This design comes from an exercise in tuning for small area on the open sky130 flow, not from production work. Only simulation tests tie the RTL to the original design; equivalence was not proved. Power is estimated from default activity; no workload was simulated. The flow treats the clock pin as an ideal source, which a real chip does not have.

$ cat design/flow/constraint.sdc
create_clock -name core_clock -period 5.5 [get_ports {clk}]
set_input_delay 1.1000 -clock core_clock [delete_from_list [all_inputs] [get_ports {clk}]]
set_output_delay 1.1000 -clock core_clock [all_outputs]
set_load 0.01 [all_outputs]
$ cat design/flow/flow/run.sh
#!/bin/bash
# Standard ORFS layout (the standard.sh, unchanged synthesis), with two
# changes: clock tree synthesis without dummy loads, and the port buffers
# made with buf_1 instead of the default cell. Each tool's output goes to
# its own log here.
set -euo pipefail
CTS="-sink_clustering_enable -repair_clock_nets -sink_clustering_size 34 -sink_clustering_max_diameter 50 -buf_list sky130_fd_sc_hd__clkbuf_16 -dont_use_dummy_load"
bash standard.sh synth > log_synth.txt 2>&1
bash standard.sh floorplan > log_floorplan.txt 2>&1
BUFFER_PORTS_ARGS="-buffer_cell sky130_fd_sc_hd__buf_1" bash standard.sh place > log_place.txt 2>&1
CTS_ARGS="$CTS" bash standard.sh cts > log_cts.txt 2>&1
bash standard.sh finish > log_finish.txt 2>&1
$ cat design/flow/standard.sh
#!/bin/bash
# synth_recipe.tcl (not shown) runs the flow's synth.tcl, then flattens the netlist and writes it again
# the make line also repeats each setting of config.mk as NAME=value (left out here)
make -C /OpenROAD-flow-scripts/flow DESIGN_CONFIG=/design/flow/config.mk WORK_HOME=/design/flow/orfs CLKGATE_MAP_FILE= SYNTH_SCRIPT=/design/flow/synth_recipe.tcl "${@:-finish}"
$ cat design/flow/config.mk
export PLATFORM = sky130hd
export DESIGN_NAME = dmem_responder
export DESIGN_NICKNAME = dmem_responder
export VERILOG_FILES = /design/flow/design.v
export SDC_FILE = /design/flow/constraint.sdc
export NUM_CORES = 4
export LEC_CHECK = 0
export CAP_MARGIN = 0
export CORE_MARGIN = 2
export CORE_UTILIZATION = 65
export CTS_BUF_LIST = sky130_fd_sc_hd__clkbuf_16
export CTS_CLUSTER_DIAMETER = 100
export CTS_CLUSTER_SIZE = 24
export SLEW_MARGIN = 0
export SYNTH_HIERARCHICAL = 1
$ cat design/flow/design.v
package dmem_pkg;
  localparam logic [31:0] MMIO_SW_ADDR  = 32'hFFFF_0000;
  localparam logic [31:0] MMIO_HEX_ADDR = 32'hFFFF_0004;
endpackage
module dmem_array (
  input  logic        clk,
  input  logic [15:0] wr_en,
  input  logic [31:0] wdata,
  input  logic [23:0] rsel,
  output logic [31:0] tap
);
  logic [31:0] pos [8][8];
  always_ff @(posedge clk) begin
    for (int r = 0; r < 8; r++) begin
      for (int p = 0; p < 8; p++) begin
        if (p == 0)      pos[r][p] <= wr_en[2*r]   ? wdata : pos[r][7];
        else if (p == 4) pos[r][p] <= wr_en[2*r+1] ? wdata : pos[r][3];
        else             pos[r][p] <= pos[r][p-1];
      end
    end
  end
  always_comb begin
    tap = '0;
    for (int r = 0; r < 8; r++) begin
      tap = tap | ({32{rsel[3*r]}}   & pos[r][0])
                | ({32{rsel[3*r+1]}} & pos[r][3])
                | ({32{rsel[3*r+2]}} & pos[r][6]);
    end
  end
endmodule
module dmem_responder (
  input  logic        clk,
  input  logic        reset,
  input  logic        req_valid,
  input  logic        req_we,
  input  logic [31:0] req_addr,
  input  logic [31:0] req_wdata,
  output logic        req_ready,
  output logic        rsp_valid,
  output logic [31:0] rsp_rdata,
  output logic        rsp_err,
  output logic        busy,
  input  logic [3:0]  sw_in,
  output logic [31:0] hex_out
);
  logic [1:0]  state;
  logic [2:0]  ph;
  logic [31:0] st_q;
  logic [5:0]  idx_q;
  logic        wp_q;
  logic        memrd_q, swrd_q, hexrd_q, hexwr_q, err_q;
  logic [31:0] hex_q;
  logic        accept;
  logic        aligned, lo_zero, hi_ones, is_mem, is_sw, is_hex, a_err;
  logic [2:0]  pslot, bslot;
  logic        hit, rd_bus, rd_q;
  logic [15:0] wr_en;
  logic [23:0] rsel;
  logic [31:0] tap;
  logic        cap_io, st_en;
  logic [31:0] st_d;
  assign busy      = state != 2'd0;
  assign req_ready = state == 2'd0;
  assign rsp_valid = state == 2'd3;
  assign rsp_err   = err_q && rsp_valid;
  assign hex_out   = hex_q;
  assign rsp_rdata = st_q & {32{(memrd_q | swrd_q | hexrd_q) && rsp_valid}};
  assign accept = req_valid && state == 2'd0 && reset;
  assign aligned = req_addr[1:0] == 2'b00;
  assign lo_zero = req_addr[31:8] == 24'h0;
  assign hi_ones = req_addr[31:16] == 16'hFFFF && req_addr[15:3] == 13'h0;
  assign is_mem  = aligned && lo_zero;
  assign is_sw   = hi_ones && req_addr[2:0] == 3'b000;
  assign is_hex  = hi_ones && req_addr[2:0] == 3'b100;
  assign a_err   = !(is_mem || is_hex || (is_sw && !req_we));
  always_ff @(posedge clk or negedge reset) begin
    if (!reset) state <= 2'd0;
    else if (state != 2'd0 || accept) state <= state + 2'd1;
  end
  always_ff @(posedge clk) ph <= ph + 3'd1;
  always_ff @(posedge clk) begin
    if (accept) begin
      idx_q   <= req_addr[7:2];
      wp_q    <= is_mem && req_we;
      memrd_q <= is_mem && !req_we;
      swrd_q  <= is_sw && !req_we;
      hexrd_q <= is_hex && !req_we;
      hexwr_q <= is_hex && req_we;
      err_q   <= a_err;
    end
  end
  assign pslot  = idx_q[2:0] + ph;
  assign bslot  = req_addr[4:2] + ph;
  assign hit    = wp_q && idx_q == req_addr[7:2];
  assign rd_bus = accept && is_mem && !req_we && !hit;
  assign rd_q   = memrd_q && state[1] != state[0];
  always_comb begin
    for (int r = 0; r < 8; r++) begin
      wr_en[2*r]   = wp_q && idx_q[5:3] == 3'(r) && pslot == 3'd7;
      wr_en[2*r+1] = wp_q && idx_q[5:3] == 3'(r) && pslot == 3'd3;
      rsel[3*r]    = (rd_bus && req_addr[7:5] == 3'(r) && bslot == 3'd0) ||
                     (rd_q   && idx_q[5:3]    == 3'(r) && pslot == 3'd0);
      rsel[3*r+1]  = (rd_bus && req_addr[7:5] == 3'(r) && bslot == 3'd3) ||
                     (rd_q   && idx_q[5:3]    == 3'(r) && pslot == 3'd3);
      rsel[3*r+2]  = (rd_bus && req_addr[7:5] == 3'(r) && bslot == 3'd6) ||
                     (rd_q   && idx_q[5:3]    == 3'(r) && pslot == 3'd6);
    end
  end
  assign cap_io = state == 2'd2 && (swrd_q || hexrd_q);
  assign st_en  = (accept && !(is_mem && !req_we && hit)) || (|rsel) || cap_io;
  assign st_d   = ({32{accept && !rd_bus}} & req_wdata)
                | tap
                | ({32{cap_io && hexrd_q}} & hex_q)
                | ({32{cap_io && swrd_q}} & {28'b0, sw_in});
  always_ff @(posedge clk) begin
    if (st_en) st_q <= st_d;
  end
  always_ff @(posedge clk or negedge reset) begin
    if (!reset) hex_q <= '0;
    else if (state == 2'd2 && hexwr_q) hex_q <= st_q;
  end
  dmem_array u_array (
    .clk   (clk),
    .wr_en (wr_en),
    .wdata (st_q),
    .rsel  (rsel),
    .tap   (tap)
  );
endmodule
==> metrics.md, run 1 <==
| Metric | Value |
|---|---|
| Outcome | no timing/DRC/antenna violations |
| Worst hold start | u_array.pos[5][18] |
| Worst Setup Start Kind | flop |
| Dpl hpwl | 79,700 um |
| Setup TNS | 0 ns |
| Met2 Use GR | 51.8% |
| Row count | 107 |
| Worst reg2reg startpoint | idx_q[0] |
| First-pass GRT wire length | 207,000 um |
| RSZ-0062 raised after global routing | false |
| R2r endpoint | st_q[14] |
| Die Width | 297 um |
| Power share of the clock group | 30.6% |
| Die area | 88,300 um^2 |
| Layout cell share with drive strength beyond 1 | 20.4% |
| Iteration-0 DRC Markers | 2,935 |
| Leak Pwr | 0.0243 uW |
| Die Ht | 297 um |
| TritonCTS clock tree | yes |
| Max-slew violations | 0 |
| Vias in the first global route | 30,600 |
| CTS root buffer | clkbuf_16 |
| Post-CTS Setup Bufs | 0 |
| M1 GR Usage | 44.2% |
| Worst-margin pin slew | 1.23 ns |
| Power Internal | 22,900 uW |
| Required time of the critical path | 5.83 ns |
| Flop pwr share | 63.2% |
| WL final | 143,000 um |
| HP Class | flop to flop |
| # IOs | 140 |
| Area delta synth->final | 10.1% |
| Min-Delay Path Depth | 0 |
| Most common flop cell mapped by yosys | dfxtp_1 |
| Comb power frac | 6.2% |
| Core area | 85,100 um^2 |
| DR WL/cell | 29.0 um |
| Gate Count Post-Synth | 3,643 |
| Sw Share | 24.0% |
| Final hold vios | 0 |
| R2R depth | 9 |
| Fin nets | 3,880 |
| Global route overflow | 0 |
| Fin Clk Skew | 0.0678 ns |
| Slew HR | 17.9% |
| CTS sink cnt | 2,129 |
| Minimum clock period | 4.55 ns |
| Cell Area, Synth | 55,800 um^2 |
| Max capacitance violation total | 0 |
| GRT Total Usage | 32.2% |
| Max FO, Critical Path | 26 |
| GR Util met3 | 4.77% |
| Largest net degree at the start of global routing | 36 |
| GRT busiest layer | met2 |
| Cts hold-fix bufs | 0 |
| Initial Util | 65.6% |
| Register area share after synthesis | 77.4% |
| Detailed-route vias per instance | 5.98 |
| EDFF count, synth | 44 |
| Synth Register Bits | 2,129 |
| CP endpoint kind | flop |
| Max Freq | 220 MHz |
| Drt drc | 0 |
| CTS Buf Count | 141 |
| Worst VDD drop | 0.339 mV |
| Crit share post-route | 82.8% |
| Sw Pwr | 7220 uW |
| Number of buffers added on ports | 139 |
| Syn avg cell area | 15.3 um^2 |
| Hold EP | u_array.pos[6][18] |
| Register-to-register setup slack | 0.95 ns |
| Via count | 29,600 |
| # resized after CTS | 0 |
| Final Wtd Congestion | 0.892 |
| Clk slew on worst S/H paths | 0.09 ns |
| Worst-skew pair later-pin latency | 0.75 ns |
| # setup viols final | 0 |
| Yosys warns | 9 |
| H-tree levels | 4 |
| Pwr Total | 30,100 uW |
| Net Count, Synth | 3,723 |
| Arrival @ worst endpoint | 4.88 ns |
| Critical path class | flop to flop |
| Distinct cells, synth | 63 |
| Antenna viol nets, final | 0 |
| Power density over the cells | 489 nW/um^2 |
| Async SR Flop Fraction | 1.60% |
| Antenna violations before repair | 1 |
| Initial DRT Pass Iterations | 6 |
| CTS max path bufs | 3 |
[layout by cell type, fill, tap and decap left out, types with 3 or more instances in the layout]
| master | instances |
|---|---|
| o21ai_0 | 3 |
| nand3b_1 | 3 |
| nand2_1 | 23 |
| clkbuf_16 | 141 |
| nor3_2 | 4 |
| mux2_1 | 38 |
| nor2_1 | 19 |
| dfrtp_1 | 34 |
| or3_1 | 34 |
| ha_1 | 6 |
| nand3_1 | 13 |
| o21ai_4 | 6 |
| buf_12 | 17 |
| buf_4 | 46 |
| a22o_1 | 4 |
| nor3_1 | 6 |
| nor2_4 | 12 |
| dfxtp_1 | 2051 |
| mux2_2 | 506 |
| a22oi_1 | 379 |
| nand2b_1 | 5 |
| nor3b_1 | 4 |
| nor2b_1 | 3 |
| xnor2_1 | 11 |
| inv_2 | 3 |
| nor4_1 | 7 |
| a221o_1 | 32 |
| edfxtp_1 | 44 |
| a22oi_2 | 5 |
| nand4b_1 | 3 |
| nand4_1 | 102 |
| inv_1 | 10 |
| and2_1 | 33 |
| o22ai_4 | 11 |
| buf_1 | 138 |
[state kept, by name, indices dropped and copies added, names as in the netlist]
name and cells:
u_array.pos 2048, hex_q 32, st_q 32, idx_q 6, ph 3, state 2, err_q 1, hexrd_q 1
hexwr_q 1, memrd_q 1, swrd_q 1, wp_q 1
[cell families (layout without fill, tap and decap cells)]
kind of cell    after synthesis  in the layout  share of synthesized area, %
compound gates              454            454                          6.24
xor+xnor                     14             14                         0.258
fa+ha+maj                     8              8                         0.206
buf+inv                     201            356                          1.75
flops                      2129           2129                          77.4
mux                         544            544                          11.0
other cells                   0              2                             0
simple gates                293            293                          3.16
[modules after synthesis (local to each module, per instance)]
module / flip-flops and latches / times used / area [um^2] / cells inside
dmem_responder: 81 / 1 / 4540 / 403
dmem_array: 2048 / 1 / 51300 / 3240
[power by group through the flow]
stage	combinational, uW	clock (uW)	sequential (uW)
detailed placement	1840	0	19300
global placement	1790	0	19200
finish	1870	9210	19000
CTS	1860	9300	19000
floorplan	1250	0	18500
global route	1950	9870	19200
[metrics by stage]
step / hold slack [ns] / util (%) / instance area [um^2] / worst slack [ns] / instances
3_5_place_dp: 0.312 / 68.1 / 57900 / 0.468 / 4801
3_3_place_gp: 0.310 / 68.1 / 57900 / 0.494 / 4801
4_1_cts: 0.291 / 72.2 / 61500 / 1.07 / 4942
2_1_floorplan: 0.310 / - / 55800 / 1.11 / 3643
5_1_grt: 0.293 / 72.2 / 61500 / 0.907 / 4942
6_report: 0.292 / 72.2 / 61500 / 0.946 / 4944
[critical path, stage by stage (launching register included)]
cell      delay (ns)
edfxtp_1        0.43
ha_1            0.22
fa_1            0.41
xnor2_1         0.16
xnor2_1         0.28
nand3b_1        0.55
o22ai_4         1.12
nand4b_1        0.24
or4_2           0.14
buf_4           0.61
[routing by layer]
layer / vias to the layer above / routed length (um)
met3: 336 / 9080
met4: 0 / 5820
met1: 15000 / 61400
met2: 1251 / 67100
li1: 13000 / -
met5: - / 0
[synth_stat cells (all sizes together) (3+ instances only)]
| library cell | n | area [um^2] |
|---|---|---|
| or4 | 4 | 33.8 |
| nor3b | 4 | 30.0 |
| nand3 | 14 | 75.1 |
| nor2b | 3 | 18.8 |
| a21oi | 4 | 23.8 |
| nor4 | 8 | 65.1 |
| buf | 114 | 649 |
| nand3b | 3 | 22.5 |
| a221o | 32 | 320 |
| o21ai | 9 | 45.0 |
| inv | 13 | 48.8 |
| or3 | 34 | 213 |
| nand4 | 103 | 651 |
| dfxtp | 2051 | 41100 |
| and2 | 35 | 220 |
| ha | 6 | 75.1 |
| nand4b | 3 | 26.3 |
| edfxtp | 44 | 1320 |
| a22oi | 384 | 2910 |
| nor3 | 10 | 50.1 |
| nor2 | 33 | 156 |
| xnor2 | 12 | 113 |
| nand2b | 5 | 31.3 |
| nand2 | 25 | 101 |
| clkbuf | 74 | 280 |
| a22o | 4 | 35.0 |
| dfrtp | 34 | 851 |
| o22ai | 11 | 68.8 |
| mux2 | 544 | 6130 |
[worst max-delay path by stage]
stage / to / cells past startpoint / start
2_1_floorplan: st_q[0] / 9 / req_addr[2]
3_3_place_gp: st_q[12] / 11 / req_addr[2]
3_5_place_dp: st_q[12] / 11 / req_addr[2]
4_1_cts: st_q[14] / 9 / idx_q[0]
5_1_grt: st_q[14] / 9 / idx_q[0]
6_report: st_q[14] / 9 / idx_q[0]
[layout make-up]
type | count | area, um^2
sequential | 2129 | 43200
timing repair buffer | 202 | 1210
fill | 5543 | 23700
tap | 1144 | 1430
antenna | 2 | 5.00
inverter | 13 | 48.8
clock buffer | 141 | 3530
multi-input combinational | 1313 | 12000
==> run 2, diff against run 1 <==
--- a/design/flow/design.v
+++ b/design/flow/design.v
@@ -13,8 +13,8 @@
   always_ff @(posedge clk) begin
     for (int r = 0; r < 8; r++) begin
       for (int p = 0; p < 8; p++) begin
-        if (p == 0)      pos[r][p] <= wr_en[2*r]   ? wdata : pos[r][7];
-        else if (p == 4) pos[r][p] <= wr_en[2*r+1] ? wdata : pos[r][3];
+        if (p == 0)      pos[r][p] <= ~(wr_en[2*r]   ? wdata : pos[r][7]);
+        else if (p == 4) pos[r][p] <= ~(wr_en[2*r+1] ? ~wdata : pos[r][3]);
         else             pos[r][p] <= pos[r][p-1];
       end
     end
@@ -22,8 +22,8 @@
   always_comb begin
     tap = '0;
     for (int r = 0; r < 8; r++) begin
-      tap = tap | ({32{rsel[3*r]}}   & pos[r][0])
-                | ({32{rsel[3*r+1]}} & pos[r][3])
+      tap = tap | ({32{rsel[3*r]}}   & ~pos[r][0])
+                | ({32{rsel[3*r+1]}} & ~pos[r][3])
                 | ({32{rsel[3*r+2]}} & pos[r][6]);
     end
   end
--- a/design/flow/flow/run.sh
+++ b/design/flow/flow/run.sh
@@ -4,7 +4,7 @@
 # made with buf_1 instead of the default cell. Each tool's output goes to
 # its own log here.
 set -euo pipefail
-CTS="-sink_clustering_enable -repair_clock_nets -sink_clustering_size 34 -sink_clustering_max_diameter 50 -buf_list sky130_fd_sc_hd__clkbuf_16 -dont_use_dummy_load"
+CTS="-sink_clustering_enable -repair_clock_nets -sink_clustering_size 30 -sink_clustering_max_diameter 70 -buf_list sky130_fd_sc_hd__clkbuf_16 -dont_use_dummy_load"
 bash standard.sh synth > log_synth.txt 2>&1
 bash standard.sh floorplan > log_floorplan.txt 2>&1
 BUFFER_PORTS_ARGS="-buffer_cell sky130_fd_sc_hd__buf_1" bash standard.sh place > log_place.txt 2>&1
==> run 2 against run 1 <==
Net effect: still clean on timing, DRC and antenna; final cell count is 6.8% higher; synthesized area decreased by 1.6%; final area shrank 4.2%; largest cell class unchanged; highest routed layer unchanged.
==> metrics.md, run 2 <==
| Metric | Value |
|---|---|
| Outcome | no timing/DRC/antenna violations |
| CTS Buf Count | 82 (-42%) |
| Distinct cells, synth | 58 (-7.9%) |
| Max capacitance violation total | 0 (unchanged) |
| Initial DRT Pass Iterations | 9 (+3) |
| Post-CTS Setup Bufs | 0 (unchanged) |
| Core area | 83,700 um^2 (-1.7%) |
| First-pass GRT wire length | 206,000 um (-0.47%) |
| TritonCTS clock tree | yes |
| Worst-margin pin slew | 1.18 ns (-0.0483 ns) |
| Worst Setup Start Kind | flop |
| Syn avg cell area | 13.4 um^2 (-12%) |
| # setup viols final | 0 (unchanged) |
| Iteration-0 DRC Markers | 3,538 (+21%) |
| GRT Total Usage | 32.9% (+0.64 points) |
| Dpl hpwl | 86,500 um (+8.5%) |
| Drt drc | 0 (unchanged) |
| Delay of the slowest cell on the worst path | 0.60 ns (-0.52 ns) |
| Vias in the first global route | 30,900 (+0.99%) |
| Die Width | 295 um (-0.79%) |
| Top cells by area, synth | dfxtp_1 75%, mux2i_1 4.8%, o21ai_0 3.5% |
| Worst path cell trace | ha_1, fa_1, xnor3_2, or3b_1, nor2_1, a41oi_2, inv_2, buf_4, a22o_1, nor4_1, nand4_1, a221o_1 |
| Share of Yosys cell area claimed by the top area cell type | 74.7% (+1.2 points) |
| Critical path class | flop to flop |
| Clk slew on worst S/H paths | 0.11 ns (+0.02 ns) |
| Via count | 31,000 (+4.7%) |
| Final hold vios | 0 (unchanged) |
| Leak Pwr | 0.0219 uW (-9.8%) |
| Register area share after synthesis | 78.7% (+1.3 points) |
| Antenna violations before repair | 0 (-1) |
| R2r endpoint | st_q[10] |
| Top reg by flops | u_array.pos |
| Arrival @ worst endpoint | 4.77 ns (-0.11 ns) |
| Die Ht | 295 um (-0.79%) |
| Max reg flops | 2,048 (unchanged) |
| Max FO, Critical Path | 20 (-23%) |
| # resized after CTS | 0 (unchanged) |
| Area delta synth->final | 7.23% |
| Layout cell share with drive strength beyond 1 | 6.13% (-14 points) |
| Global route overflow | 0 (unchanged) |
| # IOs | 140 (unchanged) |
| Worst-skew pair later-pin latency | 0.67 ns (-0.08 ns) |
| Worst VDD drop | 0.350 mV (+3.3%) |
| Slew HR | 20.9% (+3.0 points) |
| Worst reg2reg startpoint | idx_q[0] |
| Fin nets | 4,228 (+9.0%) |
| Top flop regs | u_array.pos (2048), hex_q (32), st_q (32) |
| Required time of the critical path | 5.90 ns (+0.07 ns) |
| Gate Count Post-Synth | 4,089 (+12%) |
| Largest net degree at the start of global routing | 64 (+78%) |
| CP endpoint kind | flop |
| Fin Clk Skew | 0.0640 ns (-0.00374 ns) |
| CTS max path bufs | 3 (unchanged) |
| Cts hold-fix bufs | 0 (unchanged) |
| HP Class | flop to flop |
| EDFF count, synth | 44 (unchanged) |
| Initial Util | 65.7% (+0.080 points) |
| Worst hold slack | 0.272 ns (-0.0199 ns) |
| WL final | 144,000 um (+0.23%) |
| Yosys warns | 9 (unchanged) |
| CP endpoint | st_q[10] |
| DR WL/cell | 27.2 um (-6.2%) |
| Commonest cells after routing, fill and taps aside | 2,051 x dfxtp_1, 399 x nand2_1, 380 x o21ai_0 |
| FILL cells | 5,767 (+4.0%) |
| Slowest stage cell, crit path | or3b_1 |
| Max Freq | 229 MHz (+4.1%) |
| CTS sink cnt | 2,129 (unchanged) |
| Power density over the cells | 478 nW/um^2 (-2.2%) |
| Row count | 106 (-0.93%) |
| R2R depth | 12 (+3) |
| Detailed-route vias per instance | 5.86 (-2.0%) |
| Synth Register Bits | 2,129 (unchanged) |
| Net Count, Synth | 4,169 (+12%) |
| Antenna viol nets, final | 0 (unchanged) |
| Die area | 86,900 um^2 (-1.6%) |
| Most common flop cell mapped by yosys | dfxtp_1 |
| Register-to-register setup slack | 1.12 ns (+0.18 ns) |
| Cell Area, Synth | 55,000 um^2 (-1.6%) |
| Most common cell in the netlist | dfxtp_1 |
| Number of buffers added on ports | 139 (unchanged) |
| RSZ-0062 raised after global routing | false |
| Synth area leader | dfxtp_1 |
| Final Wtd Congestion | 0.894 (+0.21%) |
| Commonest non-fill, non-tap cell in the layout | dfxtp_1 |
| Max-slew violations | 0 (unchanged) |
| Async SR Flop Fraction | 1.60% (unchanged) |
| Post-synth top cells | 2,051 x dfxtp_1, 400 x nand2_1, 381 x o21ai_0, 264 x mux2i_1, 188 x o22ai_1 |
| Setup TNS | 0 ns (unchanged) |
| CTS root buffer | clkbuf_16 |
| H-tree levels | 3 (-1) |
| Minimum clock period | 4.38 ns (-0.179 ns) |
| Crit share post-route | 79.5% (-3.3 points) |
| Critical Path Source | idx_q[0] |
[run 2: cell types whose count changed after synthesis, moves of 38 or more]
cell | before | now
a22oi_1 | 379 | 14
clkbuf_1 | 72 | 144
mux2_1 | 38 | 0
mux2_2 | 506 | 33
mux2i_1 | 0 | 264
nand2_1 | 24 | 400
nand4_1 | 102 | 41
nor2_1 | 31 | 77
nor4_1 | 7 | 62
o21ai_0 | 9 | 381
o22ai_1 | 11 | 188
[run 2: metal layers]
metal | part of all wire (%) | up-vias | wire length [um] | GRT usage (%)
li1 | - | 13900 | - | -
met1 | 43 | 15300 | 61500 | 45.4
met2 | 46 | 1379 | 65900 | 52.4
met3 | 7.1 | 338 | 10200 | 4.69
met4 | 4.3 | 0 | 6200 | 13.6
met5 | 0 | - | 0 | 0
[run 2: worst min-delay path by stage]
stage | from | to | slack (ns) | cells past startpoint
5_1_grt | u_array.pos[37][6] | u_array.pos[38][6] | 0.28 | 0
3_5_place_dp | u_array.pos[25][27] | u_array.pos[26][27] | 0.31 | 0
4_1_cts | u_array.pos[12][6] | u_array.pos[13][6] | 0.28 | 0
2_1_floorplan | u_array.pos[9][0] | u_array.pos[10][0] | 0.31 | 0
3_3_place_gp | u_array.pos[18][23] | u_array.pos[19][23] | 0.31 | 0
6_report | u_array.pos[37][6] | u_array.pos[38][6] | 0.27 | 0
[run 2: per-module statistics from Yosys (local to each module, per instance)]
module / copies in the design / area, um^2 / cells inside / flip-flops and latches
dmem_array: 1 / 50500 / 3701 / 2048
dmem_responder: 1 / 4420 / 388 / 81
[run 2: area by class of cell]
class / count / area (um^2) / share of cell area (%)
inverters: 27 / 101 / 0.172
diodes: 1 / 2.50 / 0.00425
multi-input cells: 1690 / 10800 / 18.3
flip-flops and latches: 2129 / 43200 / 73.4
repair buffers: 218 / 1330 / 2.26
clock buffers: 82 / 2050 / 3.48
well taps: 1134 / 1420 / 2.41
[run 2: through the flow]
stage          setup slack, ns  area [um^2]  power (uW)  std cells  util [%]
5_1_grt                   1.04        58900       29100       5280      70.4
3_5_place_dp             0.812        56900       21500       5198      68.0
2_1_floorplan             1.26        55000       20100       4089         -
6_report                  1.12        58900       28200       5281      70.4
4_1_cts                   1.21        58900       28200       5280      70.4
3_3_place_gp             0.784        56900       21300       5198      68.0
[run 2: kinds of logic after synthesis]
logic type	count (synthesis)	share of synthesized area, %
AO/OA/AOI/OAI	702	7.84
adder cells (fa/ha/maj)	8	0.209
XOR/XNOR	13	0.260
flip-flops	2129	78.7
buffers and inverters	270	2.12
AND/OR/NAND/NOR	670	5.43
multiplexers	297	5.48
[run 2: worst max-delay path, delay by kind of cell (launching register included)]
| family | cells | cell delay, ns |
|---|---|---|
| AND/OR/NAND/NOR | 4 | 1.20 |
| XOR/XNOR | 1 | 0.36 |
| AO/OA/AOI/OAI | 3 | 0.77 |
| adder cells (fa/ha/maj) | 2 | 0.58 |
| flip-flops | 1 | 0.42 |
| buffers and inverters | 2 | 0.76 |
[run 2: where the power goes]
part / switching [uW] / total [uW] / internal [uW]
combinational: 1140 / 1850 / 717
clock: 4290 / 6990 / 2700
sequential: 1640 / 19300 / 17700

## static timing again, ports no longer ideal
No port has a modelled driver above. Below, the same layouts with a new extraction and two added sets of constraints.
Step 1 sets driving cells, clkbuf_16 on the clock port and buf_2 on the other inputs (assumed; they add their load-dependent delay and slew).
Step 2 also shifts input and output timing later by t, the mid clock arrival at the registers, as if the neighbouring blocks saw the same clock.
Slacks: ideal / step 1 / step 2; pairs: ideal / step 1.
run | t, ns | setup slack, ns | hold WS [ns] | worst register clock-pin slew, ns | worst data-port slew with drivers (ns)
run 1 | 0.787 | 0.946 / 0.946 / 0.299 | 0.292 / 0.292 / 0.292 | 0.09 / 0.09 | 0.06
run 2 | 0.706 | 1.125 / 1.125 / 0.681 | 0.272 / 0.272 / 0.272 | 0.11 / 0.11 | 0.05
After both steps setup and hold are still met in every run listed. For run 1, which loses most, drivers alone change the setup slack by 0.000 ns; drivers and shift together by -0.647 ns.
